From an optimization exercise on the open Yosys and OpenROAD flow, aimed at small area; shortcuts taken in it are not production practice. Where RTL was checked, it was by simulation tests only, not by an equivalence proof against the original. Only the layout flow was run in run 1; the RTL was not checked for function there. Power figures rest on the tool's default switching activity, not on a simulated workload.

==> flow/design.v (outline; a module is shown in full before it is edited, if it fits) <==
// module i2s_receiver: 53 lines
// module eq_mac: 762 lines
// module eq_mac_fa: 10 lines
// module eq_mac_ha: 9 lines
// module eq_mac_xn: 7 lines
// module eq_mac_or: 7 lines
// module eq_mac_sel: 10 lines
// module eq_mac_selp: 10 lines
// module eq_mac_resolve: 15 lines
// module eq_band_mixer: 30 lines
// module i2s_transmitter: 67 lines
// module audio_processing: 160 lines
module audio_processing #(
    parameter int num_taps = 8,
    parameter int bclk_div = 4
) (
    input  logic                        clk,
    input  logic                        rst,
    input  logic                        audio_enable,
    input  logic                        i2s_bclk,
    input  logic                        i2s_lrclk,
    input  logic                        i2s_d,
    input  logic                        coef_wr_en,
    input  audio_pkg::band_t            coef_band,
    input  logic [$clog2(num_taps)-1:0] coef_addr,
    input  audio_pkg::coef_t            coef_data,
    input  logic                        gain_wr_en,
    input  audio_pkg::band_t            gain_band,
    input  audio_pkg::gain_t            gain_data,
    output logic                        dac_bclk,
    output logic                        dac_lrclk,
    output logic                        dac_data
);
  // ...
==> flow/run.sh <==
#!/bin/bash
# synth_recipe.tcl (not shown) runs the flow's synth.tcl, then flattens the netlist and writes it again
# the make line also repeats each setting of config.mk as NAME=value (left out here)
make -C /OpenROAD-flow-scripts/flow DESIGN_CONFIG=/design/flow/config.mk WORK_HOME=/design/flow/orfs CLKGATE_MAP_FILE= SYNTH_SCRIPT=/design/flow/synth_recipe.tcl finish
==> flow/config.mk <==
export PLATFORM = sky130hd
export DESIGN_NAME = audio_processing
export DESIGN_NICKNAME = audio_processing
export VERILOG_FILES = /design/flow/design.v
export SDC_FILE = /design/flow/constraint.sdc
export NUM_CORES = 4
export LEC_CHECK = 0
export CAP_MARGIN = 20
export CORE_MARGIN = 2
export CORE_UTILIZATION = 65
export SLEW_MARGIN = 20
export SYNTH_HIERARCHICAL = 1
==> flow/constraint.sdc <==
create_clock -name core_clock -period 20.0 [get_ports {clk}]
set_input_delay 4.0000 -clock core_clock [delete_from_list [all_inputs] [get_ports {clk}]]
set_output_delay 4.0000 -clock core_clock [all_outputs]
set_load 0.01 [all_outputs]
==> summary.md, run 1 <==
| Metric | Value |
|---|---|
| Sw Ratio | `36.9%` |
| Initial antenna violation count | `1` |
| Share of cells above drive strength 1 | `24.0%` |
| RD Place Congestion | `0.956` |
| Comb_multi_in | `2396` |
| P_comb | `3.93 mW` |
| Vert. Die Dim | `297 um` |
| Final HPWL DP | `90.2 mm` |
| Clkbuf count | `113` |
| Post-placement cell count | `4797` |
| Vias in the first global route | `34.6k` |
| Hold Startpoint | `rx.d_sync[1]` |
| Pwr Density | `136 nW/um2` |
| Hold Path Stages | `0` |
| DRC errors left | `0` |
| Area grow syn2layout | `10.2%` |
| Met2 usage | `49.8%` |
| Reg2reg start | `acc1_n[22]` |
| FF+latch area | `28100 um2` |
| Bufs w/o clock | `172` |
| Vias/cell | `6.55` |
| RSZ-0062 raised after global routing | `no` |
| First-pass GRT wire length | `214 mm` |
| Top pwr grp | `combinational logic` |
| Leading cell type in the layout, fill and taps excluded | `edfxtp_1` |
| Comb power frac | `47.1%` |
| Die Width | `297 um` |
| DRT met1 WL | `56.9 mm` |
| Run status | `no timing/DRC/antenna violations` |
| Largest regs | `ring_l: 192 flops, ring_r: 192 flops` |
| Crit path max fanout | `24` |
==> module eq_mac_resolve, before the edit <==
module eq_mac_resolve (
    input  logic [42:0] acc_n,
    input  logic            pend,
    output logic [42:0] acc
);
    logic [43:22] bw;                  
    always_comb begin
        acc = ~acc_n;
        bw[22] = pend;
        for (int i = 22; i < 43; i++) begin
            acc[i]  = ~acc_n[i] ^ bw[i];
            bw[i+1] = acc_n[i] & bw[i];
        end
    end
endmodule
==> module audio_processing, before the edit <==
module audio_processing #(
    parameter int num_taps = 8,
    parameter int bclk_div = 4
) (
    input  logic                        clk,
    input  logic                        rst,
    input  logic                        audio_enable,
    input  logic                        i2s_bclk,
    input  logic                        i2s_lrclk,
    input  logic                        i2s_d,
    input  logic                        coef_wr_en,
    input  audio_pkg::band_t            coef_band,
    input  logic [$clog2(num_taps)-1:0] coef_addr,
    input  audio_pkg::coef_t            coef_data,
    input  logic                        gain_wr_en,
    input  audio_pkg::band_t            gain_band,
    input  audio_pkg::gain_t            gain_data,
    output logic                        dac_bclk,
    output logic                        dac_lrclk,
    output logic                        dac_data
);
    logic        clr;
    logic        left_done, frame_done;
    logic [23:0] shift_sr;
    logic [4:0]  seq;
    logic [3:0]  hist_cnt;           
    logic [191:0] ring_l;            
    logic [191:0] ring_r;
    logic        rot_l, rot_r, feed_l, feed_r;
    logic        pass;
    logic [2:0]  tap;
    logic        tap_ok;
    logic [23:0] tap_x;
    logic [15:0] coef0 [8];
    logic [15:0] coef1 [8];
    logic [15:0] coef_wdata;
    logic [15:0] gain_r0, gain_r1, gain_fwd0, gain_fwd1;
    logic        band_valid, s1_valid, mix_valid;
    logic [42:0] acc0_n, acc1_n;     
    logic        pend0, pend1;   
    logic [42:0] sum0_n, sum1_n;
    logic        pout0, pout1;
    logic [42:0] acc0, acc1;
    logic [23:0] res0, res1;         
    logic [23:0] sat15_0, sat15_1, sat14_0, sat14_1;
    logic [23:0] x0, x1;
    logic [15:0] c0, c1;
    logic        first;
    assign clr = rst | ~audio_enable;
    i2s_receiver rx (
        .clk (clk), .rst (rst), .audio_enable (audio_enable),
        .i2s_bclk (i2s_bclk), .i2s_lrclk (i2s_lrclk), .i2s_d (i2s_d),
        .left_done (left_done), .frame_done (frame_done), .shift_sr (shift_sr)
    );
    always_ff @(posedge clk) begin
        if (clr)
            seq <= 5'd21;
        else if (frame_done)
            seq <= 5'd30;
        else if (left_done)
            seq <= 5'd22;
        else if (seq != 5'd21 && seq != 5'd29)
            seq <= seq + 5'd1;
    end
    always_ff @(posedge clk) begin
        if (clr)
            hist_cnt <= '0;
        else if (seq == 5'd31 && hist_cnt != 4'd8)
            hist_cnt <= hist_cnt + 4'd1;
    end
    always_ff @(posedge clk) begin
        if (clr) begin
            band_valid <= 1'b0;
        end else begin
            band_valid <= (seq == 5'd17);                   
        end
    end
    always_ff @(posedge clk) begin
        if (rst) begin
            s1_valid  <= 1'b0;
            mix_valid <= 1'b0;
        end else begin
            s1_valid  <= band_valid;
            mix_valid <= s1_valid;
        end
    end
    assign rot_l  = (seq == 5'd31) || (seq <= 5'd14) || (seq >= 5'd22 && seq <= 5'd28);
    assign feed_l = (seq == 5'd22);
    assign rot_r  = (seq <= 5'd20) || (seq >= 5'd30);
    assign feed_r = (seq == 5'd0);
    always_ff @(posedge clk) begin
        if (rot_l)
            ring_l <= {feed_l ? shift_sr : ring_l[23:0], ring_l[191:24]};
        if (rot_r)
            ring_r <= {feed_r ? shift_sr : ring_r[23:0], ring_r[191:24]};
    end
    assign pass   = ~seq[4];
    assign tap    = seq[2:0];
    assign tap_ok = pass && ({1'b0, tap} < hist_cnt);   
    assign tap_x  = tap_ok ? (seq[3] ? ring_r[23:0] : ring_l[23:0]) : 24'd0;
    assign coef_wdata = rst ? 16'd0 : coef_data;
    always_ff @(posedge clk) begin
        for (int i = 0; i < 8; i++) begin
            if (rst || (coef_wr_en && !coef_band && coef_addr == 3'(i)))
                coef0[i] <= coef_wdata;
            if (rst || (coef_wr_en && coef_band && coef_addr == 3'(i)))
                coef1[i] <= coef_wdata;
        end
    end
    eq_band_mixer gains (
        .clk (clk), .rst (rst),
        .gain_wr_en (gain_wr_en), .gain_band (gain_band), .gain_data (gain_data),
        .gain_r0 (gain_r0), .gain_r1 (gain_r1),
        .gain_fwd0 (gain_fwd0), .gain_fwd1 (gain_fwd1)
    );
    eq_mac_resolve res_0 (.acc_n (acc0_n), .pend (pend0), .acc (acc0));
    eq_mac_resolve res_1 (.acc_n (acc1_n), .pend (pend1), .acc (acc1));
    assign sat15_0 = sat_shift15(acc0);
    assign sat15_1 = sat_shift15(acc1);
    assign sat14_0 = sat_shift14(acc0);
    assign sat14_1 = sat_shift14(acc1);
    assign first = (pass && tap == 3'd0) || band_valid;
    assign x0 = band_valid ? res0 : s1_valid ? res1    : tap_x;
    assign x1 = band_valid ? sat15_1 : s1_valid ? res0 : tap_x;
    assign c0 = band_valid ? gain_fwd0 : s1_valid ? gain_r1 : coef0[tap];
    assign c1 = band_valid ? gain_fwd1 : s1_valid ? gain_r0 : coef1[tap];
    eq_mac mac0 (.c (c0), .x (x0), .first (first), .acc_n (acc0_n), .pend (pend0),
                 .sum_n (sum0_n), .pout (pout0));
    eq_mac mac1 (.c (c1), .x (x1), .first (first), .acc_n (acc1_n), .pend (pend1),
                 .sum_n (sum1_n), .pout (pout1));
    always_ff @(posedge clk) begin
        acc0_n  <= sum0_n;
        acc1_n  <= sum1_n;
        pend0 <= pout0;
        pend1 <= pout1;
    end
    always_ff @(posedge clk) begin
        if (seq == 5'd8 || band_valid)
            res0 <= sat15_0;                                
        if (seq == 5'd8)
            res1 <= sat15_1;
    end
    i2s_transmitter tx (
        .clk (clk), .rst (rst), .audio_enable (audio_enable),
        .mix_valid (mix_valid), .mix_frame ({sat14_0, sat14_1}),
        .dac_bclk (dac_bclk), .dac_lrclk (dac_lrclk), .dac_data (dac_data)
    );
    function automatic logic [23:0] sat_shift15(input logic [42:0] v);
        if (v[42:38] == 5'b00000 || v[42:38] == 5'b11111)
            sat_shift15 = v[38:15];
        else
            sat_shift15 = v[42] ? 24'h800000 : 24'h7fffff;
    endfunction
    function automatic logic [23:0] sat_shift14(input logic [42:0] v);
        if (v[42:37] == 6'b000000 || v[42:37] == 6'b111111)
            sat_shift14 = v[37:14];
        else
            sat_shift14 = v[42] ? 24'h800000 : 24'h7fffff;
    endfunction
endmodule
==> inputs of run 2 (changes only) <==
--- a/flow/design.v
+++ b/flow/design.v
@@ -90,5 +90,5 @@
     wire neg0_n = ~c[1];
     wire [24:0] pp0;
-    eq_mac_sel s0_0 (.one(one0), .two(two0), .neg(neg0), .a(x[0]), .b(1'b0), .y(pp0[0]));
+    eq_mac_sel0 s0_0 (.one(one0), .neg(neg0), .a(x[0]), .y(pp0[0]));
     eq_mac_sel s0_1 (.one(one0), .two(two0), .neg(neg0), .a(x[1]), .b(x[0]), .y(pp0[1]));
     eq_mac_sel s0_2 (.one(one0), .two(two0), .neg(neg0), .a(x[2]), .b(x[1]), .y(pp0[2]));
@@ -120,5 +120,5 @@
     wire neg1_n = ~c[3];
     wire [24:0] pp1;
-    eq_mac_sel s1_0 (.one(one1), .two(two1), .neg(neg1), .a(x[0]), .b(1'b0), .y(pp1[0]));
+    eq_mac_sel0 s1_0 (.one(one1), .neg(neg1), .a(x[0]), .y(pp1[0]));
     eq_mac_sel s1_1 (.one(one1), .two(two1), .neg(neg1), .a(x[1]), .b(x[0]), .y(pp1[1]));
     eq_mac_sel s1_2 (.one(one1), .two(two1), .neg(neg1), .a(x[2]), .b(x[1]), .y(pp1[2]));
@@ -150,5 +150,5 @@
     wire neg2_n = ~c[5];
     wire [24:0] pp2;
-    eq_mac_sel s2_0 (.one(one2), .two(two2), .neg(neg2), .a(x[0]), .b(1'b0), .y(pp2[0]));
+    eq_mac_sel0 s2_0 (.one(one2), .neg(neg2), .a(x[0]), .y(pp2[0]));
     eq_mac_sel s2_1 (.one(one2), .two(two2), .neg(neg2), .a(x[1]), .b(x[0]), .y(pp2[1]));
     eq_mac_sel s2_2 (.one(one2), .two(two2), .neg(neg2), .a(x[2]), .b(x[1]), .y(pp2[2]));
@@ -180,5 +180,5 @@
     wire neg3_n = ~c[7];
     wire [24:0] pp3;
-    eq_mac_sel s3_0 (.one(one3), .two(two3), .neg(neg3), .a(x[0]), .b(1'b0), .y(pp3[0]));
+    eq_mac_sel0 s3_0 (.one(one3), .neg(neg3), .a(x[0]), .y(pp3[0]));
     eq_mac_sel s3_1 (.one(one3), .two(two3), .neg(neg3), .a(x[1]), .b(x[0]), .y(pp3[1]));
     eq_mac_sel s3_2 (.one(one3), .two(two3), .neg(neg3), .a(x[2]), .b(x[1]), .y(pp3[2]));
@@ -210,5 +210,5 @@
     wire neg4_n = ~c[9];
     wire [24:0] pp4;
-    eq_mac_sel s4_0 (.one(one4), .two(two4), .neg(neg4), .a(x[0]), .b(1'b0), .y(pp4[0]));
+    eq_mac_sel0 s4_0 (.one(one4), .neg(neg4), .a(x[0]), .y(pp4[0]));
     eq_mac_sel s4_1 (.one(one4), .two(two4), .neg(neg4), .a(x[1]), .b(x[0]), .y(pp4[1]));
     eq_mac_sel s4_2 (.one(one4), .two(two4), .neg(neg4), .a(x[2]), .b(x[1]), .y(pp4[2]));
@@ -240,5 +240,5 @@
     wire neg5_n = ~c[11];
     wire [24:0] pp5;
-    eq_mac_sel s5_0 (.one(one5), .two(two5), .neg(neg5), .a(x[0]), .b(1'b0), .y(pp5[0]));
+    eq_mac_sel0 s5_0 (.one(one5), .neg(neg5), .a(x[0]), .y(pp5[0]));
     eq_mac_sel s5_1 (.one(one5), .two(two5), .neg(neg5), .a(x[1]), .b(x[0]), .y(pp5[1]));
     eq_mac_sel s5_2 (.one(one5), .two(two5), .neg(neg5), .a(x[2]), .b(x[1]), .y(pp5[2]));
@@ -270,5 +270,5 @@
     wire neg6_n = ~c[13];
     wire [24:0] pp6;
-    eq_mac_sel s6_0 (.one(one6), .two(two6), .neg(neg6), .a(x[0]), .b(1'b0), .y(pp6[0]));
+    eq_mac_sel0 s6_0 (.one(one6), .neg(neg6), .a(x[0]), .y(pp6[0]));
     eq_mac_sel s6_1 (.one(one6), .two(two6), .neg(neg6), .a(x[1]), .b(x[0]), .y(pp6[1]));
     eq_mac_sel s6_2 (.one(one6), .two(two6), .neg(neg6), .a(x[2]), .b(x[1]), .y(pp6[2]));
@@ -300,5 +300,5 @@
     wire neg7_n = ~c[15];
     wire [24:0] pp7;
-    eq_mac_sel s7_0 (.one(one7), .two(two7), .neg(neg7), .a(x[0]), .b(1'b0), .y(pp7[0]));
+    eq_mac_sel0 s7_0 (.one(one7), .neg(neg7), .a(x[0]), .y(pp7[0]));
     eq_mac_sel s7_1 (.one(one7), .two(two7), .neg(neg7), .a(x[1]), .b(x[0]), .y(pp7[1]));
     eq_mac_sel s7_2 (.one(one7), .two(two7), .neg(neg7), .a(x[2]), .b(x[1]), .y(pp7[2]));
@@ -879,4 +879,12 @@
     assign y = ~(((one & a) | (two & b)) ^ neg);
 endmodule
+module eq_mac_sel0 (
+    input  logic one,
+    input  logic neg,
+    input  logic a,
+    output logic y
+);
+    assign y = ~((one & a) ^ neg);
+endmodule
 module eq_mac_selp (
     input  logic one,
@@ -892,13 +900,13 @@
     input  logic [42:0] acc_n,
     input  logic            pend,
-    output logic [42:0] acc
+    output logic [42:0] res_n
 );
-    logic [43:22] bw;                  
+    logic [43:22] cy;
     always_comb begin
-        acc = ~acc_n;
-        bw[22] = pend;
+        res_n = acc_n;
+        cy[22] = pend;
         for (int i = 22; i < 43; i++) begin
-            acc[i]  = ~acc_n[i] ^ bw[i];
-            bw[i+1] = acc_n[i] & bw[i];
+            res_n[i] = acc_n[i] ^ cy[i];
+            cy[i+1]  = acc_n[i] & cy[i];
         end
     end
@@ -1046,4 +1054,5 @@
     logic [42:0] sum0_n, sum1_n;
     logic        pout0, pout1;
+    logic [42:0] res0_n, res1_n;    
     logic [42:0] acc0, acc1;
     logic [23:0] res0, res1;         
@@ -1119,6 +1128,8 @@
         .gain_fwd0 (gain_fwd0), .gain_fwd1 (gain_fwd1)
     );
-    eq_mac_resolve res_0 (.acc_n (acc0_n), .pend (pend0), .acc (acc0));
-    eq_mac_resolve res_1 (.acc_n (acc1_n), .pend (pend1), .acc (acc1));
+    eq_mac_resolve res_0 (.acc_n (acc0_n), .pend (pend0), .res_n (res0_n));
+    eq_mac_resolve res_1 (.acc_n (acc1_n), .pend (pend1), .res_n (res1_n));
+    assign acc0 = ~res0_n;
+    assign acc1 = ~res1_n;
     assign sat15_0 = sat_shift15(acc0);
     assign sat15_1 = sat_shift15(acc1);
--- a/flow/config.mk
+++ b/flow/config.mk
@@ -9,4 +9,7 @@
 export CORE_MARGIN = 2
 export CORE_UTILIZATION = 65
+export CTS_BUF_LIST = sky130_fd_sc_hd__clkbuf_16
+export CTS_CLUSTER_DIAMETER = 150
+export CTS_CLUSTER_SIZE = 24
 export SLEW_MARGIN = 20
 export SYNTH_HIERARCHICAL = 1
==> summary.md, run 2 <==
| Metric | Value |
|---|---|
| R2R setup slack | `2690 ps` |
| Pwr Density | `127 nW/um2 (-6.2%)` |
| First-pass GRT wire length | `204 mm (-4.8%)` |
| Slew @ Worst Pin | `1160 ps` |
| NetSw | `2.88 mW` |
| GR Overflow Total | `0` |
| Design Area, Final | `59300 um2` |
| H-tree Lvls | `2` |
| Initial antenna violation count | `0 (-1)` |
| Setup ws final | `2690 ps` |
| Vias/cell | `6.56 (+0.12%)` |
| Final setup viols | `0` |
| Fillers | `5576` |
| Clock share of power | `14.4%` |
| Max VDD drop | `0.126 mV` |
| Min-delay worst type | `reg2reg` |
| Synthesized instance count | `3636` |
| Clk latency of the worst-skew pair | `680 ps` |
| Tot GR Track Use | `31.1%` |
| Remaining antenna violation count | `0` |
| Clock Tree Root | `clkbuf_16` |
| Yosys warnings | `13` |
| Flop pwr share | `34.9%` |
| Worst setup SP type | `register` |
| Crit path max fanout | `24 (unchanged)` |
| Setup TNS | `0 ps` |
| Largest net degree at the start of global routing | `188` |
| I/O pins | `48` |
| Post-DP Area | `57800 um2` |
| Die Area | `87500 um2` |
| Initial Util | `65.3%` |
| Fin nets | `4233` |
| Power Internal | `4.68 mW` |
| Setup Fix Bufs, Post-CTS | `0` |
| Via Count | `31.7k` |
| Fmax | `0.0578 GHz` |
| RD Place Congestion | `0.904 (-5.4%)` |
| Syn_area_per_cell | `15.2 um2` |
| Slowest stage delay, CP | `910 ps` |
| Die Width | `296 um (-0.38%)` |
| IO Port Bufs | `47` |
| RSZ-0062 raised after global routing | `no` |
| Final Critical Period | `17310 ps` |
| Critical Path Most Common Cell | `fa_1` |
| Core Area | `84700 um2` |
| Area grow syn2layout | `7.20%` |
| Post-Place Worst Slack | `2700 ps` |
| Post-synthesis instance area | `55300 um2` |
| Leading cell type in the layout, fill and taps excluded | `edfxtp_1` |
| Hold slack | `408 ps` |
| CTS clk-pin slew, worst paths | `120 ps` |
| Largest regs | `ring_l: 192 flops, ring_r: 192 flops` |
| DRT Pass-1 Iters | `6` |
| Run status | `no timing/DRC/antenna violations` |
| Critical Path RT | `20560 ps` |
| Period utilisation layout | `86.5%` |
| Data arrival, critical path | `17870 ps` |
| Clock sink count | `984` |
| Pins Over Slew Limit | `0` |
| Slowest stage cell, crit path | `a211oi_4` |
| Maximum clock path buffer count | `3` |
| # hold bufs at CTS | `0` |
| Multi-input gate area in the final layout | `26600 um2` |
| Clock Skew | `59.3 ps` |
| Setup CP Type | `reg2reg` |
| Vert. Die Dim | `296 um (-0.38%)` |
| Worst Setup End Kind | `register` |
| CTS tree | `yes` |
| Antenna diodes | `0` |
| Cell row count | `107` |
| Post_cts resized | `0` |
| Leak Pwr | `18.9 nW` |
| Max_slew headroom | `22.8%` |
| Sw Ratio | `38.1% (+1.3 points)` |
| Most frequent cells in the layout | `840 x edfxtp_1, 420 x fa_1, 388 x xor2_1` |
| Post-Route WL | `133 mm` |
| DR iter-0 viols | `2978` |
| MaxCap Viol Count | `0` |
| Final HPWL DP | `87.9 mm (-2.5%)` |
| Final Hold Viols | `0` |
| Vias in the first global route | `32.7k (-5.4%)` |
| Share of cells above drive strength 1 | `22.1% (-1.9 points)` |
| Comb power frac | `50.8% (+3.7 points)` |
| FF+latch area | `28100 um2 (about the same)` |
| DRC errors left | `0 (unchanged)` |
| WL per Instance | `27.6 um` |
| Total CTS buffers | `47` |
run 2: worst max-delay path, delay by kind of cell (launching register included):
family / cells / cell delay, ps
AO/OA/AOI/OAI: 3 / 1220
XOR/XNOR: 2 / 760
adder cells (fa/ha/maj): 45 / 14200
buffers and inverters: 1 / 300
flip-flops: 1 / 340
AND/OR/NAND/NOR: 1 / 320
run 2: area by class of cell:
class	count	share of cell area, %
repair buffers	185	2.63
clock inverters	41	0.392
inverters	48	0.304
clock buffers	47	1.98
flip-flops and latches	984	47.4
multi-input cells	2378	44.9
well taps	1144	2.41
run 2: metal layers:
metal	vias to the layer above	GRT usage, %	part of all wire [%]
li1	13532	-	-
met1	16574	45.5	43
met2	1333	48.7	47
met3	227	4.18	6.9
met4	0	10.2	3.1
met5	-	0	0
run 2: path summary, 6_finish.rpt:
kind,start,to,depth (start not counted)
setup / recovery,acc1_n[22],acc1_n[42],52
setup reg to reg,acc1_n[22],acc1_n[42],52
hold / removal,ring_r[144],ring_r[120],0
hold reg to reg,ring_r[144],ring_r[120],0
run 2: power by group through the flow:
stage | Combinational (mW) | Sequential, mW | Clock, mW
after floorplan | 4.30 | 2.63 | 0
after global placement | 3.61 | 2.67 | 0
after detailed placement | 3.81 | 2.68 | 0
after CTS | 3.86 | 2.63 | 1.11
after global routing | 4.35 | 2.65 | 1.17
final | 3.84 | 2.64 | 1.09
run 2: per-stage QoR:
| stage | std cells | utilization, % | power, mW |
|---|---|---|---|
| 6_report | 4827 | 70.0 | 7.56 |
| 5_1_grt | 4827 | 70.0 | 8.17 |
| 4_1_cts | 4821 | 69.9 | 7.60 |
| 3_5_place_dp | 4733 | 68.2 | 6.49 |
| 3_3_place_gp | 4731 | 68.2 | 6.28 |
| 2_1_floorplan | 3636 | - | 6.94 |
==> inputs of run 3 (changes only) <==
--- a/flow/config.mk
+++ b/flow/config.mk
@@ -10,6 +10,6 @@
 export CORE_UTILIZATION = 65
 export CTS_BUF_LIST = sky130_fd_sc_hd__clkbuf_16
-export CTS_CLUSTER_DIAMETER = 150
-export CTS_CLUSTER_SIZE = 24
+export CTS_CLUSTER_DIAMETER = 100
+export CTS_CLUSTER_SIZE = 30
 export SLEW_MARGIN = 20
 export SYNTH_HIERARCHICAL = 1
==> summary.md, run 3 <==
| Metric | Value |
|---|---|
| Run status | `no timing/DRC/antenna violations` |
| Fmax | `0.0578 GHz (about the same)` |
| Core Area | `84700 um2 (unchanged)` |
| Die Area | `87500 um2 (unchanged)` |
| Slowest stage cell, crit path | `a211oi_4` |
| Largest net degree at the start of global routing | `188 (unchanged)` |
| H-tree Lvls | `2 (unchanged)` |
| RD Place Congestion | `0.904 (unchanged)` |
| Pwr Density | `127 nW/um2 (-0.32%)` |
| Crit path max fanout | `24 (unchanged)` |
| First-pass GRT wire length | `203 mm (-0.16%)` |
| CTS clk-pin slew, worst paths | `100 ps (-20 ps)` |
| Final Critical Period | `17300 ps (-6.34 ps)` |
| Clk latency of the worst-skew pair | `660 ps (-20 ps)` |
| I/O pins | `48 (unchanged)` |
| Final Hold Viols | `0 (unchanged)` |
| Setup Fix Bufs, Post-CTS | `0 (unchanged)` |
| Final setup viols | `0 (unchanged)` |
| DR iter-0 viols | `3001 (+0.77%)` |
| Fillers | `5577 (+0.018%)` |
| Period utilisation layout | `86.5% (about the same)` |
| Clock Tree Root | `clkbuf_16` |
| Post-Place Worst Slack | `2700 ps (unchanged)` |
| MaxCap Viol Count | `0 (unchanged)` |
| Final HPWL DP | `87.9 mm (unchanged)` |
| Worst Setup End Kind | `register` |
| Data arrival, critical path | `17830 ps (-40 ps)` |
| Syn_area_per_cell | `15.2 um2 (unchanged)` |
| RSZ-0062 raised after global routing | `no` |
| Met3 WL | `9.43 mm (+2.6%)` |
| Initial antenna violation count | `0 (unchanged)` |
| # hold bufs at CTS | `0 (unchanged)` |
| Leading cell type in the layout, fill and taps excluded | `edfxtp_1` |
| Worst setup SP type | `register` |
| Die Width | `296 um (unchanged)` |
| Max_slew headroom | `20.0% (-2.8 points)` |
| Yosys warnings | `13 (unchanged)` |
| Cell row count | `107 (unchanged)` |
| Setup ws final | `2700 ps (+6.34 ps)` |
| DRT met1 WL | `56.2 mm (-0.55%)` |
| GR Overflow Total | `0 (unchanged)` |
| Highest metal used | `met4` |
| Clock Skew | `47.4 ps (-11.9 ps)` |
| Leak Pwr | `18.9 nW (-0.26%)` |
| Antenna diodes | `0 (unchanged)` |
| Fin nets | `4229 (-0.094%)` |
| Area grow syn2layout | `7.21% (about the same)` |
| Vias/cell | `6.57 (+0.17%)` |
| DRT Pass-1 Iters | `6 (unchanged)` |
| Vias in the first global route | `32.7k (-0.10%)` |
| Via Count | `31.7k (unchanged)` |
| Critical Path RT | `20530 ps (-30 ps)` |
| Largest regs | `ring_l: 192 flops, ring_r: 192 flops` |
| Total power | `7.54 mW (-0.30%)` |
| Remaining antenna violation count | `0 (unchanged)` |
| Met2 routed WL | `62.5 mm (-1.0%)` |
| Post-Route WL | `133 mm (-0.24%)` |
| Share of cells above drive strength 1 | `22.3% (+0.18 points)` |
| Initial Util | `65.3% (unchanged)` |
| Total CTS buffers | `43 (-8.5%)` |
| Setup TNS | `0 ps (unchanged)` |
| Most frequent cells in the layout | `840 x edfxtp_1, 420 x fa_1, 388 x xor2_1` |
| Pins Over Slew Limit | `0 (unchanged)` |
| WL per Instance | `27.5 um (about the same)` |
| Post_cts resized | `0 (unchanged)` |
| Slew @ Worst Pin | `1200 ps (+41.5 ps)` |
| IO Port Bufs | `47 (unchanged)` |
| CTS tree | `yes` |
| Vert. Die Dim | `296 um (unchanged)` |
| Slowest stage delay, CP | `930 ps (+20 ps)` |
| Clock sink count | `984 (unchanged)` |
| Max VDD drop | `0.127 mV (+0.74%)` |
| Maximum clock path buffer count | `3 (unchanged)` |
| Post-synthesis instance area | `55300 um2 (unchanged)` |
| Critical Path Most Common Cell | `fa_1` |
| Tot GR Track Use | `31.0% (-0.071 points)` |
| DRC errors left | `0 (unchanged)` |
| Setup CP Type | `reg2reg` |
| Min-delay worst type | `reg2reg` |
| Synthesized instance count | `3636 (unchanged)` |
## run 3: power by group
| part | total, mW | internal (mW) | switching [mW] |
|---|---|---|---|
| Combinational | 3.82 | 1.69 | 2.13 |
| Clock | 1.08 | 0.423 | 0.658 |
| Sequential | 2.64 | 2.54 | 0.0967 |
| Total | 7.54 | 4.65 | 2.89 |
## run 3: layout make-up
| type | count | area (um2) | share of cell area (%) |
|---|---|---|---|
| multi-input combinational | 2378 | 26600 | 44.9 |
| sequential | 984 | 28100 | 47.4 |
| clock buffer | 43 | 1080 | 1.81 |
| inverter | 48 | 180 | 0.304 |
| timing repair buffer | 185 | 1560 | 2.63 |
| tap | 1144 | 1430 | 2.41 |
| clock inverter | 37 | 334 | 0.563 |
## run 3: metal layers
| layer | up-vias | global-route usage, % |
|---|---|---|
| met2 | 1338 | 48.6 |
| met3 | 259 | 4.24 |
| met5 | - | 0 |
| met4 | 0 | 10.3 |
| met1 | 16559 | 45.3 |
| li1 | 13510 | - |
## run 3: path summary, 6_finish.rpt
kind	start	endpoint	slack (ps)	cells past startpoint
max	acc1_n[22]	acc1_n[42]	2700	52
min	ring_r[143]	ring_r[119]	410	0
max reg2reg	acc1_n[22]	acc1_n[42]	2700	52
min reg2reg	ring_r[143]	ring_r[119]	410	0
## run 3: worst max-delay path, delay by kind of cell (launching register included)
family,cells,cell delay [ps]
adders and majority gates,45,14200
AOI/OAI and AO/OA,3,1250
xor gates and xnor gates,2,770
DFF,1,330
and+or+nand+nor,1,330
buffers and inverters,1,300
## run 3: stage by stage
| stage | area (um2) | cells | utilization (%) | hold slack, ps |
|---|---|---|---|---|
| floorplan | 55300 | 3636 | - | 386 |
| global placement | 57800 | 4731 | 68.2 | 392 |
| detailed placement | 57800 | 4733 | 68.2 | 403 |
| CTS | 59200 | 4813 | 69.9 | 405 |
| global route | 59300 | 4819 | 70.0 | 426 |
| finish | 59300 | 4819 | 70.0 | 406 |
==> inputs of run 4 (changes only) <==
--- a/flow/config.mk
+++ b/flow/config.mk
@@ -6,10 +6,10 @@
 export NUM_CORES = 4
 export LEC_CHECK = 0
-export CAP_MARGIN = 20
+export CAP_MARGIN = 0
 export CORE_MARGIN = 2
 export CORE_UTILIZATION = 65
 export CTS_BUF_LIST = sky130_fd_sc_hd__clkbuf_16
 export CTS_CLUSTER_DIAMETER = 100
-export CTS_CLUSTER_SIZE = 30
-export SLEW_MARGIN = 20
+export CTS_CLUSTER_SIZE = 20
+export SLEW_MARGIN = 0
 export SYNTH_HIERARCHICAL = 1
==> summary.md, run 4 <==
| Metric | Value |
|---|---|
| Fin nets | `4236 (+0.17%)` |
| RSZ-0062 raised after global routing | `no` |
| Area grow syn2layout | `7.69%` |
| Min-delay worst type | `reg2reg` |
| Core Area | `84700 um2 (unchanged)` |
| Final Hold Viols | `0 (unchanged)` |
| Via Count | `31.9k (+0.64%)` |
| WL per Instance | `27.8 um (+0.85%)` |
| Clock Tree Root | `clkbuf_16` |
| Worst R2R Path Depth | `52 (unchanged)` |
| Tot GR Track Use | `31.3% (+0.33 points)` |
| Share of cells above drive strength 1 | `22.0% (-0.27 points)` |
| Setup CP Type | `reg2reg` |
| Cell row count | `107 (unchanged)` |
| # hold bufs at CTS | `0 (unchanged)` |
| Critical Path RT | `20580 ps (+50 ps)` |
| Vias in the first global route | `33.1k (+1.3%)` |
| Flop pwr share | `34.3% (-0.7 points)` |
| Slowest stage cell, crit path | `a211oi_4` |
| Die Width | `296 um (unchanged)` |
| Final Critical Period | `17460 ps (+159 ps)` |
| Clk latency of the worst-skew pair | `710 ps (+50 ps)` |
| Slew @ Worst Pin | `1240 ps (+43.0 ps)` |
| Clock sink count | `984 (unchanged)` |
| Worst path bufs/invs | `1 (unchanged)` |
| Post_cts resized | `0 (unchanged)` |
| Final setup viols | `0 (unchanged)` |
| MaxCap Viol Count | `0 (unchanged)` |
| Period utilisation layout | `87.3% (+0.79 points)` |
| Run status | `no timing/DRC/antenna violations` |
| Clock share of power | `16.0% (+1.7 points)` |
| Vert. Die Dim | `296 um (unchanged)` |
| Crit path max fanout | `24 (unchanged)` |
| Hold slack | `417 ps (+11.3 ps)` |
| Die Area | `87500 um2 (unchanged)` |
| CTS clk-pin slew, worst paths | `90 ps (about the same)` |
| Fillers | `5584 (+0.13%)` |
| GR Overflow Total | `0 (unchanged)` |
| Total CTS buffers | `58 (+35%)` |
| Setup TNS | `0 ps (unchanged)` |
| Leak Pwr | `19.1 nW (+1.0%)` |
| Critical Path Most Common Cell | `fa_1` |
| NetSw | `2.91 mW (+1.0%)` |
| Max_slew headroom | `17.0% (-3.0 points)` |
| Post-Route WL | `134 mm (+1.3%)` |
| DRT Pass-1 Iters | `9 (+3)` |
| First-pass GRT wire length | `205 mm (+0.96%)` |
| Remaining antenna violation count | `0 (unchanged)` |
| Most frequent cells in the layout | `840 x edfxtp_1, 420 x fa_1, 388 x xor2_1` |
| Pins Over Slew Limit | `0 (unchanged)` |
| Worst Setup End Kind | `register` |
| Total power | `7.68 mW (+1.9%)` |
| RD Place Congestion | `0.904 (unchanged)` |
| IO Port Bufs | `47 (unchanged)` |
| Clock Skew | `78.4 ps (+30.9 ps)` |
| CTS tree | `yes` |
| Worst Setup SP | `acc1_n[22]` |
| Maximum clock path buffer count | `3 (unchanged)` |
| Hold Path Stages | `0 (unchanged)` |
| Leading cell type in the layout, fill and taps excluded | `edfxtp_1` |
| Syn_area_per_cell | `15.2 um2 (unchanged)` |
| Sw Ratio | `38.0% (-0.32 points)` |
| Worst setup SP type | `register` |
| Final HPWL DP | `87.6 mm (-0.36%)` |
| DR iter-0 viols | `2986 (-0.50%)` |
| Power Internal | `4.76 mW (+2.4%)` |
| Initial antenna violation count | `0 (unchanged)` |
| Fmax | `0.0573 GHz (-0.91%)` |
| Antenna diodes | `0 (unchanged)` |
| Yosys warnings | `13 (unchanged)` |
| Pwr Density | `129 nW/um2 (+1.4%)` |
| Largest net degree at the start of global routing | `188 (unchanged)` |
| Largest regs | `ring_l: 192 flops, ring_r: 192 flops` |
| Data arrival, critical path | `18040 ps (+210 ps)` |
| Setup Fix Bufs, Post-CTS | `0 (unchanged)` |
| Initial Util | `65.3% (unchanged)` |
| Synthesized instance count | `3636 (unchanged)` |
| Hold Startpoint | `ring_l[49]` |
| Max VDD drop | `0.123 mV (-3.1%)` |
| Comb power frac | `49.7% (-1.0 points)` |
| Vias/cell | `6.58 (+0.18%)` |
| H-tree Lvls | `2 (unchanged)` |
| Slowest stage delay, CP | `940 ps (about the same)` |
| Worst path top cell family by delay | `adder cells` |
| DRC errors left | `0 (unchanged)` |
| I/O pins | `48 (unchanged)` |
| Post-synthesis instance area | `55300 um2 (unchanged)` |
| Crit path depth | `52 (unchanged)` |
| Reg2reg start | `acc1_n[22]` |
[run 4: stage by stage]
| stage | setup slack (ps) | std cells | instance area, um2 | util (%) |
|---|---|---|---|---|
| 6_report | 2540 | 4841 | 59600 | 70.3 |
| 5_1_grt | 1880 | 4841 | 59600 | 70.3 |
| 4_1_cts | 2510 | 4841 | 59600 | 70.3 |
| 3_5_place_dp | 2600 | 4731 | 57800 | 68.2 |
| 3_3_place_gp | 2890 | 4731 | 57800 | 68.2 |
| 2_1_floorplan | 2850 | 3636 | 55300 | - |
[run 4: path summary, 6_finish.rpt]
| check | to | slack (ps) |
|---|---|---|
| max | acc1_n[42] | 2540 |
| min | ring_l[25] | 420 |
| max reg2reg | acc1_n[42] | 2540 |
| min reg2reg | ring_l[25] | 420 |
[run 4: area by class of cell]
class	instances	area (um2)	share of cell area (%)
Multi-Input combinational cell	2378	26600	44.7
Timing Repair Buffer	177	1450	2.44
Clock inverter	52	349	0.586
Sequential cell	984	28100	47.2
Tap cell	1144	1430	2.40
Inverter	48	180	0.302
Clock buffer	58	1450	2.44
[run 4: power groups by stage]
stage	logic, mW	registers (mW)	clock network [mW]
detailed placement	3.79	2.68	0
global placement	3.61	2.67	0
finish	3.81	2.64	1.23
floorplan	4.30	2.63	0
CTS	3.84	2.63	1.25
global route	4.34	2.65	1.32
[run 4: routing by layer]
layer,track usage (%),vias to the layer above,share of wire (%)
li1,-,13546,-
met4,10.6,0,3.4
met1,46.0,16673,42
met5,0,-,0
met3,4.35,271,7.1
met2,48.8,1379,47
==> inputs of run 5 (changes only) <==
--- a/flow/config.mk
+++ b/flow/config.mk
@@ -6,5 +6,5 @@
 export NUM_CORES = 4
 export LEC_CHECK = 0
-export CAP_MARGIN = 0
+export CAP_MARGIN = 20
 export CORE_MARGIN = 2
 export CORE_UTILIZATION = 65
@@ -12,4 +12,4 @@
 export CTS_CLUSTER_DIAMETER = 100
 export CTS_CLUSTER_SIZE = 20
-export SLEW_MARGIN = 0
+export SLEW_MARGIN = 20
 export SYNTH_HIERARCHICAL = 1
==> summary.md, run 5 <==
| Metric | Value |
|---|---|
| Total power | `7.67 mW (about the same)` |
| Via Count | `31.7k (-0.57%)` |
| Setup CP Type | `reg2reg` |
| Clock sink count | `984 (unchanged)` |
| Maximum clock path buffer count | `3 (unchanged)` |
| Die Area | `87500 um2 (unchanged)` |
| Pwr Density | `128 nW/um2 (-0.28%)` |
| Initial Util | `65.3% (unchanged)` |
| Final HPWL DP | `87.9 mm (+0.36%)` |
| Largest regs | `ring_l: 192 flops, ring_r: 192 flops` |
| DRT Pass-1 Iters | `6 (-3)` |
| Worst setup SP type | `register` |
| Final setup viols | `0 (unchanged)` |
| GR Overflow Total | `0 (unchanged)` |
| Critical Path RT | `20560 ps (-20 ps)` |
| Fin nets | `4244 (+0.19%)` |
| Fmax | `0.0578 GHz (+0.96%)` |
| R2R setup slack | `2700 ps (+170 ps)` |
| Leading cell type in the layout, fill and taps excluded | `edfxtp_1` |
| Post_cts resized | `0 (unchanged)` |
| CTS clk-pin slew, worst paths | `80 ps (about the same)` |
| Core Area | `84700 um2 (unchanged)` |
| Remaining antenna violation count | `0 (unchanged)` |
| Hold Path End | `ring_l[116]` |
| Yosys warnings | `13 (unchanged)` |
| Worst Setup End Kind | `register` |
| Setup ws final | `2700 ps (+165 ps)` |
| Clock Skew | `71.3 ps (-7.03 ps)` |
| MaxCap Viol Count | `0 (unchanged)` |
| Slew @ Worst Pin | `1160 ps (-85.5 ps)` |
| Pins Over Slew Limit | `0 (unchanged)` |
| Most frequent cells in the layout | `840 x edfxtp_1, 420 x fa_1, 388 x xor2_1` |
| WL per Instance | `27.6 um (-0.69%)` |
| Largest net degree at the start of global routing | `188 (unchanged)` |
| Slowest stage delay, CP | `940 ps (about the same)` |
| Crit path max fanout | `24 (unchanged)` |
| # hold bufs at CTS | `0 (unchanged)` |
| Clk latency of the worst-skew pair | `690 ps (-20 ps)` |
| Cell row count | `107 (unchanged)` |
| Vias in the first global route | `32.9k (-0.45%)` |
| Synthesized instance count | `3636 (unchanged)` |
| CTS tree | `yes` |
| Antenna diodes | `0 (unchanged)` |
| Setup Fix Bufs, Post-CTS | `0 (unchanged)` |
| Worst R2R Path Depth | `52 (unchanged)` |
| Area grow syn2layout | `7.91%` |
| RR Endpoint | `acc1_n[42]` |
| I/O pins | `48 (unchanged)` |
| Tot GR Track Use | `31.2% (-0.14 points)` |
| Min-delay worst type | `reg2reg` |
| Vert. Die Dim | `296 um (unchanged)` |
| Hold Startpoint | `ring_l[140]` |
| Data arrival, critical path | `17850 ps (-190 ps)` |
| DR iter-0 viols | `3017 (+1.0%)` |
| Max_slew headroom | `20.7% (+3.7 points)` |
| Slowest stage cell, crit path | `a211oi_4` |
| RSZ-0062 raised after global routing | `no` |
| Leak Pwr | `19.1 nW (+0.29%)` |
| Share of cells above drive strength 1 | `22.5% (+0.41 points)` |
| Post-Route WL | `134 mm (-0.52%)` |
| RD Place Congestion | `0.904 (unchanged)` |
| Run status | `no timing/DRC/antenna violations` |
| Syn_area_per_cell | `15.2 um2 (unchanged)` |
| Setup TNS | `0 ps (unchanged)` |
| Reg2reg start | `acc1_n[22]` |
| IO Port Bufs | `47 (unchanged)` |
| Die Width | `296 um (unchanged)` |
| Initial antenna violation count | `0 (unchanged)` |
| Critical Path Most Common Cell | `fa_1` |
| Hold Path Stages | `0 (unchanged)` |
| H-tree Lvls | `2 (unchanged)` |
| Post-Place Worst Slack | `2700 ps (+98.6 ps)` |
| Final Hold Viols | `0 (unchanged)` |
| Clock Tree Root | `clkbuf_16` |
| Period utilisation layout | `86.5% (-0.83 points)` |
| Post-synthesis instance area | `55300 um2 (unchanged)` |
| First-pass GRT wire length | `205 mm (-0.25%)` |
| DRC errors left | `0 (unchanged)` |
| Final Critical Period | `17300 ps (-165 ps)` |
| Max VDD drop | `0.127 mV (+3.9%)` |
| Total CTS buffers | `58 (unchanged)` |
| Vias/cell | `6.53 (-0.74%)` |
[run 5: cell count changes in the layout (fill, tap and decap cells not counted), moves of 2 or more]
| cell | delta |
|---|---|
| clkinvlp_4 | +2 |
| nor2b_2 | +6 |
| nor2b_1 | -6 |
| buf_6 | +4 |
| buf_8 | +4 |
[run 5: worst max-delay path, delay by kind of cell, from the launching register on]
kind                       cells  cell delay [ps]
xor gates and xnor gates       2              770
and+or+nand+nor                1              320
buffers and inverters          1              300
AOI/OAI and AO/OA              3             1250
adders and majority gates     45            14210
DFF                            1              320
[run 5: final cells by class]
cell class | instances | area, um2
clock buffers | 58 | 1450
clock inverters | 52 | 347
fillers | 5533 | 25000
inverters | 48 | 180
multi-input cells | 2378 | 26600
flip-flops and latches | 984 | 28100
well taps | 1144 | 1430
repair buffers | 185 | 1560
[run 5: per-layer routing]
metal / wire (um) / vias to the layer above / GRT usage (%)
li1: - / 13568 / -
met1: 56900 / 16604 / 45.5
met2: 63300 / 1271 / 48.9
met3: 9370 / 243 / 4.57
met4: 4170 / 0 / 10.0
met5: 0 / - / 0
[run 5: where the power goes]
part / internal (mW) / switching (mW)
combinational: 1.68 / 2.13
clock: 0.541 / 0.681
sequential: 2.54 / 0.0968
total: 4.77 / 2.91
[run 5: worst max path at each step]
stage	slack, ps	endpoint	cells after the start	start
floorplan	2850	acc1_n[42]	53	acc1_n[22]
global placement	2890	acc1_n[42]	52	acc1_n[22]
detailed placement	2700	acc1_n[42]	52	acc1_n[22]
CTS	2620	acc1_n[42]	52	acc1_n[22]
global route	2000	acc1_n[42]	52	acc1_n[22]
finish	2700	acc1_n[42]	52	acc1_n[22]
[run 5: metrics by stage]
step	hold slack, ps	utilization [%]	cells	instance area, um2
2_1_floorplan	386	-	3636	55300
3_3_place_gp	392	68.2	4731	57800
3_5_place_dp	403	68.2	4733	57800
4_1_cts	402	70.3	4843	59600
5_1_grt	395	70.5	4849	59700
6_report	406	70.5	4849	59700
==> inputs of run 6 (changes only) <==
--- a/flow/design.v
+++ b/flow/design.v
@@ -898,11 +898,10 @@
 endmodule
 module eq_mac_resolve (
-    input  logic [42:0] acc_n,
+    input  logic [42:22] acc_n,
     input  logic            pend,
-    output logic [42:0] res_n
+    output logic [42:22] res_n
 );
     logic [43:22] cy;
     always_comb begin
-        res_n = acc_n;
         cy[22] = pend;
         for (int i = 22; i < 43; i++) begin
@@ -1128,6 +1127,8 @@
         .gain_fwd0 (gain_fwd0), .gain_fwd1 (gain_fwd1)
     );
-    eq_mac_resolve res_0 (.acc_n (acc0_n), .pend (pend0), .res_n (res0_n));
-    eq_mac_resolve res_1 (.acc_n (acc1_n), .pend (pend1), .res_n (res1_n));
+    eq_mac_resolve res_0 (.acc_n (acc0_n[42:22]), .pend (pend0), .res_n (res0_n[42:22]));
+    eq_mac_resolve res_1 (.acc_n (acc1_n[42:22]), .pend (pend1), .res_n (res1_n[42:22]));
+    assign res0_n[21:0] = acc0_n[21:0];
+    assign res1_n[21:0] = acc1_n[21:0];
     assign acc0 = ~res0_n;
     assign acc1 = ~res1_n;
==> flow/flow/run.sh (new file) <==
#!/bin/bash
set -euo pipefail
export RECOVER_POWER=100
bash standard.sh > standard.log 2>&1
==> flow/standard.sh (new file) <==
#!/bin/bash
# synth_recipe.tcl (not shown) runs the flow's synth.tcl, then flattens the netlist and writes it again
# the make line also repeats each setting of config.mk as NAME=value (left out here)
make -C /OpenROAD-flow-scripts/flow DESIGN_CONFIG=/design/flow/config.mk WORK_HOME=/design/flow/orfs CLKGATE_MAP_FILE= SYNTH_SCRIPT=/design/flow/synth_recipe.tcl "${@:-finish}"
removed: flow/run.sh
==> summary.md, run 6 <==
| Metric | Value |
|---|---|
| Worst setup SP type | `register` |
| Area grow syn2layout | `7.62%` |
| Post-Place Worst Slack | `3050 ps (+358 ps)` |
| First-pass GRT wire length | `204 mm (-0.28%)` |
| Remaining antenna violation count | `0 (unchanged)` |
| Cell row count | `106 (-0.93%)` |
| WL per Instance | `27.5 um (-0.22%)` |
| Die Width | `295 um (-0.11%)` |
| Hold Startpoint | `ring_r[114]` |
| Largest regs | `ring_l: 192 flops, ring_r: 192 flops` |
| Register area share after synthesis | `50.9%` |
| Post_cts resized | `0 (unchanged)` |
| Vias in the first global route | `33.0k (+0.039%)` |
| RD Place Congestion | `0.924 (+2.2%)` |
| Setup CP Type | `reg2reg` |
| Largest net degree at the start of global routing | `188 (unchanged)` |
| GR Overflow Total | `0 (unchanged)` |
| Leading cell type in the layout, fill and taps excluded | `edfxtp_1` |
| Final HPWL DP | `86.7 mm (-1.4%)` |
| Clk latency of the worst-skew pair | `680 ps (about the same)` |
| Via Count | `31.6k (-0.34%)` |
| RR Endpoint | `acc0_n[42]` |
| Worst Setup End Kind | `register` |
| Synthesized instance count | `3620 (-0.44%)` |
| Yosys warnings | `13 (unchanged)` |
| Final setup viols | `0 (unchanged)` |
| Async S/R FF share, synth | `0%` |
| Core Area | `83800 um2 (-1.1%)` |
| IO Port Bufs | `47 (unchanged)` |
| Reg2reg start | `seq[0]` |
| Slowest stage delay, CP | `1680 ps (+740 ps)` |
| CTS clk-pin slew, worst paths | `90 ps (about the same)` |
| Clock Tree Root | `clkbuf_16` |
| Most frequent cells in the layout | `840 x edfxtp_1, 420 x fa_1, 388 x xor2_1` |
| CTS tree | `yes` |
| Setup ws final | `2140 ps (-561 ps)` |
| RSZ-0062 raised after global routing | `no` |
| Layout Check Fails | `capacitance limit, slew limit` |
| Post-Route WL | `133 mm (-0.53%)` |
| Syn_area_per_cell | `15.3 um2 (+0.22%)` |
| Worst R2R Path Depth | `38 (-27%)` |
| Crit path max fanout | `43 (+79%)` |
| Post-placement cell count | `4719 (-0.30%)` |
| MaxCap Viol Count | `22 (+22)` |
| Vert. Die Dim | `295 um (-0.11%)` |
| Hold Path Stages | `0 (unchanged)` |
| Top-area cell type share of the netlist area | `45.7%` |
| Antenna diodes | `0 (unchanged)` |
| DR iter-0 viols | `2977 (-1.3%)` |
| H-tree Lvls | `2 (unchanged)` |
| Post-synth EDFFs | `840` |
| Final Hold Viols | `0 (unchanged)` |
| Setup TNS | `0 ps (unchanged)` |
| Min-delay worst type | `reg2reg` |
| Pwr Density | `129 nW/um2 (+0.15%)` |
| Run status | `complete, but fails checks` |
| Synth cell count leaders | `840 x edfxtp_1, 420 x fa_1, 402 x xor2_1, 384 x a22oi_2, 144 x dfxtp_1` |
| Synthesized flop and latch total | `984` |
| Critical Path RT | `20540 ps (-20 ps)` |
| Cell taking the most area after synthesis | `edfxtp_1` |
| I/O pins | `48 (unchanged)` |
| Pins Over Slew Limit | `934 (+934)` |
| Fin nets | `4239 (-0.12%)` |
| Most common cell in the synthesized netlist | `edfxtp_1` |
| Worst Setup SP | `seq[0]` |
| # hold bufs at CTS | `0 (unchanged)` |
| Leak Pwr | `19.0 nW (-0.62%)` |
| Maximum clock path buffer count | `3 (unchanged)` |
| Critical Path Most Common Cell | `fa_1` |
| Initial Util | `65.9% (+0.58 points)` |
| Total CTS buffers | `58 (unchanged)` |
| Share of cells above drive strength 1 | `20.7% (-1.7 points)` |
| Post-synth top flop | `edfxtp_1` |
| DRC errors left | `0 (unchanged)` |
| Final Critical Period | `17860 ps (+561 ps)` |
| Data arrival, critical path | `18400 ps (+550 ps)` |
| Slowest stage cell, crit path | `clkbuf_1` |
| Max_slew headroom | `-566% (-590 points)` |
| Period utilisation layout | `89.3% (+2.8 points)` |
| DRT Pass-1 Iters | `7 (+1)` |
| Clock sink count | `984 (unchanged)` |
| Hold Path End | `ring_r[90]` |
| Fmax | `0.0560 GHz (-3.1%)` |
| Initial antenna violation count | `0 (unchanged)` |
| Vias/cell | `6.53 (about the same)` |
| Setup Fix Bufs, Post-CTS | `0 (unchanged)` |
| Post-route non-filler standard cell count | `4834 (-0.31%)` |
| Yosys cell types | `63` |
| R2R setup slack | `2140 ps (-560 ps)` |
| Area contributors post-synth | `edfxtp_1 46%, fa_1 15%, a22oi_2 8.7%` |
| Clock Skew | `34.8 ps (-36.6 ps)` |
| Max VDD drop | `0.158 mV (+24%)` |
| Slew @ Worst Pin | `9990 ps (+8840 ps)` |
| Tot GR Track Use | `31.2% (-0.056 points)` |
| Fillers | `5593 (+1.1%)` |
| Die Area | `87300 um2 (-0.22%)` |
| Post-synthesis instance area | `55200 um2 (-0.22%)` |
[run 6: metal layers]
layer / GRT usage [%] / part of all wire, % / wire [um]
met5: 0 / 0 / 0
met4: 8.44 / 2.8 / 3680
met3: 4.24 / 7.1 / 9490
met2: 49.8 / 48 / 63600
met1: 45.4 / 42 / 56300
[run 6: per-stage QoR]
stage | total power, mW | instance area [um2] | utilization, % | hold WS [ps]
after detailed placement | 6.45 | 57800 | 68.9 | 405
after global routing | 8.32 | 59400 | 70.9 | 419
after global placement | 6.29 | 57800 | 68.9 | 400
final | 7.65 | 59400 | 70.9 | 419
after CTS | 7.71 | 59500 | 71.0 | 422
after floorplan | 6.91 | 55200 | - | 386
[run 6: where the power goes]
part / internal (mW) / switching (mW)
clock network: 0.541 / 0.680
logic: 1.67 / 2.11
registers: 2.54 / 0.0949
[run 6: area by class of cell]
cell class              instances  area [um2]  area share (%)
inverters                      48         180           0.303
clock inverters                52         329           0.554
flip-flops and latches        984       28100            47.3
clock buffers                  58        1450            2.44
repair buffers                180        1390            2.34
well taps                    1134        1420            2.39
multi-input cells            2378       26500            44.7
[run 6: cell families after synthesis]
group | share of synthesized area [%]
AO/OA/AOI/OAI | 14.4
XOR/XNOR | 6.95
adder cells (fa/ha/maj) | 18.0
buffers and inverters | 2.59
flip-flops | 50.9
multiplexers | 3.12
AND/OR/NAND/NOR | 3.95
[run 6: modules after synthesis, one instance, submodules excluded, a selection]
module	cell area, um2	flip-flops and latches
audio_processing	27900	788
eq_band_mixer	1890	50
eq_mac	876	0
eq_mac_fa	20.0	0
eq_mac_sel	21.3	0
eq_mac_sel0	12.5	0
eq_mac_xn	8.76	0
i2s_transmitter	4000	108
[run 6: worst max-delay path, delay by kind of cell, from the launching register on]
kind                     cells  cell delay, ps
adder cells (fa/ha/maj)     26           11710
AND/OR/NAND/NOR              2             300
buffers and inverters        5            4100
flip-flops                   1             410
XOR/XNOR                     1             190
AO/OA/AOI/OAI                4             880
[run 6: worst max path at each step]
stage | cells past startpoint | slack, ps | to
5_1_grt | 38 | 1580 | acc0_n[42]
4_1_cts | 51 | 2970 | acc1_n[42]
2_1_floorplan | 53 | 2850 | acc1_n[42]
3_5_place_dp | 51 | 3050 | acc1_n[42]
3_3_place_gp | 51 | 3260 | acc1_n[42]
6_report | 38 | 2140 | acc0_n[42]
==> inputs of run 7 (changes only) <==
==> flow/flow/run.sh (replaced) <==
#!/bin/bash
set -euo pipefail
export RECOVER_POWER=100
export CTS_ARGS="-sink_clustering_enable -repair_clock_nets -sink_clustering_size 20 -sink_clustering_max_diameter 100 -buf_list sky130_fd_sc_hd__clkbuf_16 -dont_use_dummy_load"
bash standard.sh > standard.log 2>&1
==> summary.md, run 7 <==
| Metric | Value |
|---|---|
| Run status | `complete, but fails checks` |
| Layout Check Fails | `capacitance limit, slew limit` |
| DRC errors left | `0 (unchanged)` |
| Fillers | `5613 (+0.36%)` |
| Max_slew headroom | `-562% (+4.0 points)` |
| Initial antenna violation count | `0 (unchanged)` |
| Layer with the highest usage | `met2` |
| Design Area, Final | `59100 um2 (-0.56%)` |
| M3 GR Usage | `4.42% (+0.18 points)` |
| Period utilisation layout | `89.7% (+0.39 points)` |
| Hold Path Stages | `0 (unchanged)` |
| GR Util met1 | `45.2% (-0.22 points)` |
| DRT Pass-1 Iters | `6 (-1)` |
| RR Endpoint | `acc0_n[42]` |
| Most frequent cells in the layout | `840 x edfxtp_1, 420 x fa_1, 388 x xor2_1` |
| Clock Tree Root | `clkbuf_16` |
| Worst R2R Path Depth | `38 (unchanged)` |
| Share of cells above drive strength 1 | `20.7% (about the same)` |
| Cell taking the most area after synthesis | `edfxtp_1` |
| Clk latency of the worst-skew pair | `670 ps (about the same)` |
| Most common cell in the synthesized netlist | `edfxtp_1` |
| Final Critical Period | `17940 ps (+79.0 ps)` |
| Worst Setup End Kind | `register` |
| Synthesized flop and latch total | `984 (unchanged)` |
| Initial Util | `65.9% (unchanged)` |
| Clock sink count | `984 (unchanged)` |
| Syn_area_per_cell | `15.3 um2 (unchanged)` |
| Worst setup SP type | `register` |
| Slowest stage delay, CP | `1710 ps (+30 ps)` |
| Pwr Density | `128 nW/um2 (-0.46%)` |
| Critical Path Most Common Cell | `fa_1` |
| DR iter-0 viols | `2881 (-3.2%)` |
| Slowest stage cell, crit path | `clkbuf_1` |
| Via Count | `31.5k (-0.36%)` |
| Area grow syn2layout | `7.02%` |
| Vias in the first global route | `32.9k (-0.055%)` |
| Largest regs | `ring_l: 192 flops, ring_r: 192 flops` |
| Die Width | `295 um (unchanged)` |
| I/O pins | `48 (unchanged)` |
| Largest net degree at the start of global routing | `188 (unchanged)` |
| Worst path top cell family by delay | `adder cells` |
| Slew @ Worst Pin | `9930 ps (-60.0 ps)` |
| Clock share of power | `15.0% (-1.0 points)` |
| Comb power frac | `50.1% (+0.6 points)` |
| Sw Ratio | `37.5% (-0.25 points)` |
| Post-synthesis instance area | `55200 um2 (unchanged)` |
| Yosys warnings | `13 (unchanged)` |
| NetSw | `2.84 mW (-1.7%)` |
| Setup Fix Bufs, Post-CTS | `0 (unchanged)` |
| Post-synth EDFFs | `840 (unchanged)` |
| Setup TNS | `0 ps (unchanged)` |
| Total CTS buffers | `58 (unchanged)` |
| Data arrival, critical path | `18440 ps (+40 ps)` |
| CTS clk-pin slew, worst paths | `90 ps (about the same)` |
| Max VDD drop | `0.140 mV (-11%)` |
| Clock Skew | `79.9 ps (+45.2 ps)` |
| Remaining antenna violation count | `0 (unchanged)` |
| Yosys cell types | `63 (unchanged)` |
| Async S/R FF share, synth | `0% (unchanged)` |
| Worst path bufs/invs | `5 (unchanged)` |
| IO Port Bufs | `47 (unchanged)` |
| Final setup viols | `0 (unchanged)` |
| Vias/cell | `6.58 (+0.70%)` |
| R2R setup slack | `2060 ps (-80 ps)` |
| Multi-input gate area in the final layout | `26500 um2 (unchanged)` |
| Critical Path RT | `20510 ps (-30 ps)` |
| Worst Setup SP | `seq[0]` |
| CTS tree | `yes` |
| Hold Startpoint | `ring_r[30]` |
| Tot GR Track Use | `31.1% (-0.043 points)` |
| Maximum clock path buffer count | `3 (unchanged)` |
| H-tree Lvls | `2 (unchanged)` |
| # hold bufs at CTS | `0 (unchanged)` |
| Cell row count | `106 (unchanged)` |
| Fin nets | `4239 (unchanged)` |
| Fmax | `0.0558 GHz (-0.44%)` |
| Met2 usage | `49.7% (-0.11 points)` |
| Pins Over Slew Limit | `917 (-1.8%)` |
| MaxCap Viol Count | `21 (-4.5%)` |
| Post-DP Area | `57800 um2 (unchanged)` |
| Power Internal | `4.73 mW (-0.61%)` |
| Core Area | `83800 um2 (unchanged)` |
| Leading cell type in the layout, fill and taps excluded | `edfxtp_1` |
| Crit path max fanout | `43 (unchanged)` |
| Synth cell count leaders | `840 x edfxtp_1, 420 x fa_1, 402 x xor2_1, 384 x a22oi_2, 144 x dfxtp_1` |
| Setup CP Type | `reg2reg` |
| Area contributors post-synth | `edfxtp_1 46%, fa_1 15%, a22oi_2 8.7%` |
| Die Area | `87300 um2 (unchanged)` |
| FF+latch area | `28100 um2 (unchanged)` |
| Final Hold Viols | `0 (unchanged)` |
| Post-Route WL | `133 mm (about the same)` |
| Hold Path End | `ring_r[6]` |
| Flop pwr share | `34.9% (+0.4 points)` |
| Register area share after synthesis | `50.9% (unchanged)` |
| WL per Instance | `27.8 um (+0.98%)` |
| Leak Pwr | `18.7 nW (-1.6%)` |
| RD Place Congestion | `0.924 (unchanged)` |
| GR Overflow Total | `0 (unchanged)` |
| Post-synth top flop | `edfxtp_1` |
| Min-delay worst type | `reg2reg` |
| Synthesized instance count | `3620 (unchanged)` |
| First-pass GRT wire length | `204 mm (-0.22%)` |
| Top-area cell type share of the netlist area | `45.7% (unchanged)` |
| Reg2reg start | `seq[0]` |
| Post_cts resized | `0 (unchanged)` |
| RSZ-0062 raised after global routing | `no` |
| Vert. Die Dim | `295 um (unchanged)` |
| Final HPWL DP | `86.7 mm (unchanged)` |
-- run 7: cell types whose count changed in the layout (fill, tap and decap cells not counted), moves of 2 or more --
| cell | previous run | this run |
|---|---|---|
| inv_1 | 88 | 47 |
| clkinv_8 | 3 | 0 |
| inv_8 | 3 | 0 |
| clkinv_16 | 2 | 0 |
-- run 7: final cells by class --
class	instances	area share [%]
clock buffer	58	2.46
antenna	1	0.00424
tap	1134	2.40
inverter	48	0.305
multi-input combinational	2378	44.9
sequential	984	47.6
timing repair buffer	180	2.35
-- run 7: worst max-delay path by stage --
stage | to | slack, ps | depth (start not counted)
2_1_floorplan | acc1_n[42] | 2850 | 53
3_3_place_gp | acc1_n[42] | 3260 | 51
3_5_place_dp | acc1_n[42] | 3050 | 51
4_1_cts | acc1_n[42] | 2960 | 51
5_1_grt | acc0_n[42] | 1540 | 38
6_report | acc0_n[42] | 2060 | 38
-- run 7: stage by stage --
step           setup WS, ps  hold slack [ps]  utilization (%)  instances  power (mW)
6_report               2060              371             70.5       4783        7.57
2_1_floorplan          2850              386                -       3620        6.91
3_3_place_gp           3260              400             68.9       4719        6.29
3_5_place_dp           3050              405             68.9       4719        6.45
4_1_cts                2960              373             70.7       4777        7.62
5_1_grt                1540              378             70.5       4782        8.22
-- run 7: metal layers --
metal / share of wire (%) / wire [um] / vias to the layer above
met5: 0 / 0 / -
met4: 2.8 / 3670 / 0
met3: 7.1 / 9390 / 223
met2: 48 / 63400 / 1289
met1: 42 / 56400 / 16449
li1: - / - / 13504
-- run 7: worst register-to-register path: cells and delay by family (launching register included) --
family / cells / cell delay [ps]
xor+xnor: 1 / 190
fa+ha+maj: 26 / 11730
simple gates: 2 / 300
buf+inv: 5 / 4210
compound gates: 4 / 940
flops: 1 / 410
-- run 7: power groups by stage --
| stage | combinational, mW | sequential (mW) | clock (mW) |
|---|---|---|---|
| 5_1_grt | 4.35 | 2.65 | 1.22 |
| 3_3_place_gp | 3.62 | 2.67 | 0 |
| 6_report | 3.79 | 2.64 | 1.14 |
| 4_1_cts | 3.83 | 2.63 | 1.16 |
| 3_5_place_dp | 3.78 | 2.68 | 0 |
| 2_1_floorplan | 4.28 | 2.64 | 0 |
-- run 7: cell families after synthesis --
group | count (synthesis) | synth area share (%)
muxes | 153 | 3.12
adders and majority gates | 544 | 18.0
buffers and inverters | 258 | 2.59
xor gates and xnor gates | 438 | 6.95
AOI/OAI and AO/OA | 833 | 14.4
DFF | 984 | 50.9
and+or+nand+nor | 410 | 3.95
-- run 7: modules after synthesis, one instance, submodules excluded, excerpt --
module            flip-flops and latches  area (um2)
eq_mac                                 0         876
i2s_transmitter                      108        4000
eq_band_mixer                         50        1890
audio_processing                     788       27900
eq_mac_resolve                         0         259
eq_mac_selp                            0        21.3
eq_mac_xn                              0        8.76
eq_mac_or                              0        6.26
eq_mac_ha                              0        12.5
i2s_receiver                          38        1320
eq_mac_fa                              0        20.0

[separate check: timing with driven ports]
The results above use ideal ports. As a check the final layouts listed here were re-extracted and re-timed, cells and wires unchanged. Step 1 sets driving cells, clkbuf_16 on the clock port and buf_2 on the other inputs (assumed; they add their load-dependent delay and slew). Step 2 also shifts input and output timing later by t, the mid clock arrival at the registers, as if the neighbouring blocks saw the same clock. a / b / c = no drivers / after step 1 / after step 2; a / b = the first two.
run	shift t [ns]	setup WS [ns]	latest minus earliest clock arrival (ns)	worst slew at a driven data input, ns	cell pins on the clock port's net
run 1	0.748	2.577 / 2.577 / 2.577	0.037 / 0.037	0.04	1
run 2	0.714	2.691 / 2.691 / 2.691	0.062 / 0.062	0.06	1
run 3	0.704	2.698 / 2.698 / 2.698	0.048 / 0.048	0.06	1
run 4	0.732	2.539 / 2.539 / 2.539	0.080 / 0.079	0.07	1
run 5	0.724	2.704 / 2.704 / 2.704	0.072 / 0.072	0.07	1
run 6	0.730	2.143 / 2.143 / 2.143	0.035 / 0.035	0.06	1
run 7	0.695	2.064 / 2.064 / 2.064	0.082 / 0.082	0.07	1
